From an optimization exercise on the open Yosys and OpenROAD flow, aimed at small area and few clock cycles; shortcuts taken in it are not production practice.
The RTL was checked by simulation tests, not by an equivalence proof against the original design.
Power figures rest on the tool's default switching activity, not on a simulated workload.

// sha256_feeder
module sha256_feeder (
    input  logic         clk,
    input  logic         rst,
    input  logic         in_valid,
    output logic         in_ready,
    input  logic [31:0]  in_data,
    input  logic         in_last,
    input  logic [2:0]   in_bytes,
    output logic         core_rst_n,
    output logic         core_calcu_en,
    output logic [31:0]  core_word,
    input  logic         core_calcu_rdy,
    output logic         core_read_en,
    input  logic [31:0]  core_word_out,
    output logic [255:0] digest,
    output logic         digest_valid
);
Size: ~2300 cells after synthesis, about 1100 flip-flops, roughly 370 I/O pins, roughly 0.032 mm2 of cells after synthesis.
export LEC_CHECK = 0
export CAP_MARGIN = 20
export CORE_MARGIN = 2
export CORE_UTILIZATION = 40
export CTS_BUF_LIST = sky130_fd_sc_hd__clkbuf_8
export CTS_CLUSTER_SIZE = 40
export SLEW_MARGIN = 20
create_clock -name core_clock -period 5.0 [get_ports {clk}]
run.sh (not shown) runs the stock make flow with config.mk's settings and CLKGATE_MAP_FILE= SYNTH_SCRIPT=/design/flow/synth_recipe.tcl, a recipe that flattens the netlist after the stock synthesis.
The starting point finished with timing, DRC and antenna clean.
Testbench counts at the start, summed over its fixed seeds: cycles 30,671.
Next try:
==> flow/flow/run.sh (new file) <==
#!/bin/bash
# Standard layout, with plain buf_1 port buffers and no CTS dummy loads.
set -euo pipefail
export BUFFER_PORTS_ARGS="-buffer_cell sky130_fd_sc_hd__buf_1"
export CTS_ARGS="-sink_clustering_enable -repair_clock_nets -dont_use_dummy_load -buf_list sky130_fd_sc_hd__clkbuf_8 -sink_clustering_size 16 -sink_clustering_max_diameter 60"
bash standard.sh > standard.log 2>&1
==> flow/standard.sh (new file) <==
#!/bin/bash
# synth_recipe.tcl (not shown) runs the flow's synth.tcl, then flattens the netlist and writes it again
# the make line also repeats each setting of config.mk as NAME=value (left out here)
make -C /OpenROAD-flow-scripts/flow DESIGN_CONFIG=/design/flow/config.mk WORK_HOME=/design/flow/orfs CLKGATE_MAP_FILE= SYNTH_SCRIPT=/design/flow/synth_recipe.tcl "${@:-finish}"
- CORE_UTILIZATION: 40 -> 70
- CTS_BUF_LIST: sky130_fd_sc_hd__clkbuf_8 -> not set
- CTS_CLUSTER_SIZE: 40 -> not set
removed: flow/run.sh
Effect:
- wire length goes down by 14%
- power fell by about 20%
- global-route usage rose by 8.0 points
- die area drops by 42%
- cell area decreases by about 13%
- worst setup slack is better by 0.43 ns
- maximum frequency is higher by 10%
- count of clock-buffer cells in the layout shrinks by 106
- synthesized area stays the same
- sequential power barely changes
- clock power decreases by 47%
Next try:
==> flow/run.sh (new file) <==
#!/bin/bash
# synth_recipe.tcl (not shown) runs the flow's synth.tcl, then flattens the netlist and writes it again
# the make line also repeats each setting of config.mk as NAME=value (left out here)
make -C /OpenROAD-flow-scripts/flow DESIGN_CONFIG=/design/flow/config.mk WORK_HOME=/design/flow/orfs CLKGATE_MAP_FILE= SYNTH_SCRIPT=/design/flow/synth_recipe.tcl finish
- CORE_UTILIZATION: 70 -> 40
removed: flow/flow/run.sh
removed: flow/standard.sh
After rerunning: The new run went through all stages and came out clean; power goes up by a quarter to a third; routed wire length goes up by about a fifth; clock power goes up by well over a third; global-route usage goes down by 8.3 points; final area goes up by about a fifth; utilization goes down by 26 points; worst setup slack is worse by 0.25 ns; hold slack is better by 0.0088 ns; die area goes up by well over a third; clock skew goes down by 0.028 ns.

* * *

== job 1555 ==
sha256_feeder again, from the RTL that the note above started with.
Settings: LEC_CHECK=0, CAP_MARGIN=20, CORE_MARGIN=2, CORE_UTILIZATION=40, SLEW_MARGIN=20; clock period 5.0 ns.
standard.sh (not shown) runs the stock make flow with config.mk's settings and CLKGATE_MAP_FILE= SYNTH_SCRIPT=/design/flow/synth_recipe.tcl, a recipe that flattens the netlist after the stock synthesis.
==> flow/flow/run.sh <==
#!/bin/bash
# Standard layout, with plain buf_1 port buffers and no CTS dummy loads.
set -euo pipefail
export BUFFER_PORTS_ARGS="-buffer_cell sky130_fd_sc_hd__buf_1"
export CTS_ARGS="-sink_clustering_enable -repair_clock_nets -dont_use_dummy_load ${CTS_EXTRA:-}"
bash standard.sh > standard.log 2>&1
Testbench counts of job 1555, summed over its fixed seeds: cycles 30,671.
Edits applied to the flow inputs when going from job 1555 to job 1994:
==> flow/flow/run.sh <==
#!/bin/bash
# Standard layout, with plain buf_1 port buffers and no CTS dummy loads.
set -euo pipefail
export BUFFER_PORTS_ARGS="-buffer_cell sky130_fd_sc_hd__buf_1"
export CTS_ARGS="-sink_clustering_enable -repair_clock_nets -dont_use_dummy_load -buf_list sky130_fd_sc_hd__clkbuf_16 -sink_clustering_size 30 -sink_clustering_max_diameter 60"
bash standard.sh > standard.log 2>&1
--- a/flow/config.mk
+++ b/flow/config.mk
@@ -9,3 +9,3 @@
 export CORE_MARGIN = 2
-export CORE_UTILIZATION = 40
+export CORE_UTILIZATION = 70
 export SLEW_MARGIN = 20
Findings:
- Job 1994 vs job 1555 — total power per unit cell area dropped by a little under 10%
- Going from job 1555 to job 1994, count of buffers not belonging to the clock network in the layout shrinks by 5.
- Sort job 1555 and job 1994 by sequential share of cell area asc -> top: job 1555
> inputs changed (job 1994 -> job 9433)
==> flow/run.sh (new file) <==
#!/bin/bash
# synth_recipe.tcl (not shown) runs the flow's synth.tcl, then flattens the netlist and writes it again
# the make line also repeats each setting of config.mk as NAME=value (left out here)
make -C /OpenROAD-flow-scripts/flow DESIGN_CONFIG=/design/flow/config.mk WORK_HOME=/design/flow/orfs CLKGATE_MAP_FILE= SYNTH_SCRIPT=/design/flow/synth_recipe.tcl finish
--- a/flow/config.mk
+++ b/flow/config.mk
@@ -9,3 +9,4 @@
 export CORE_MARGIN = 2
-export CORE_UTILIZATION = 70
+export CORE_UTILIZATION = 40
+export CTS_BUF_LIST = sky130_fd_sc_hd__clkbuf_4
 export SLEW_MARGIN = 20
removed: flow/flow/run.sh
removed: flow/standard.sh
Notes after the runs:
Cell row count ends up lower on job 1994. For the layout-stage area growth over the synthesis result, job 9433 came in 16 points higher than job 1994 did. Job 1994 → job 9433: final standard cell area without fillers went up by about 14%, global-route met2 utilization went down by 15 points, utilization after layout went down by 27 points. CTS clock-pin slew for the worst setup and hold paths ends up lower on job 9433. Going from job 1994 to job 9433, the final clock skew was found to have gone up by 38 ps.

## afterwards: timing with drivers on the ports
The results above use ideal ports. As a check the final layouts listed here were re-extracted and re-timed, cells and wires unchanged. Step 1: set_driving_cell puts a clkbuf_16 on clk and a buf_2 on each other input, an assumption about the parent block. Step 2 adds t to the input delays and takes it off the output delays; t is the mean of the earliest and latest rising clock arrival at the registers after step 1. Input paths then give back, and output paths get back, about the clock's delay inside the block. Three values: ideal, step 1, step 2; two values: the first two.
run | t (ns) | setup slack, ns | hold slack, ns
the first run of note 1 | 0.834 | 0.426 / 0.368 / 1.202 | 0.334 / 0.334 / 0.334
the second run of note 1 | 0.685 | 0.852 / 0.801 / 1.486 | 0.332 / 0.332 / 0.332
the third run of note 1 | 0.698 | 0.597 / 0.537 / 1.235 | 0.341 / 0.341 / 0.341
job 1555 | 0.669 | 0.800 / 0.739 / 1.408 | 0.313 / 0.313 / 0.313
job 1994 | 0.645 | 0.912 / 0.859 / 1.504 | 0.308 / 0.308 / 0.308
job 9433 | 1.060 | 0.357 / 0.298 / 1.329 | 0.325 / 0.325 / 0.325
After both steps every run listed still meets setup and hold.
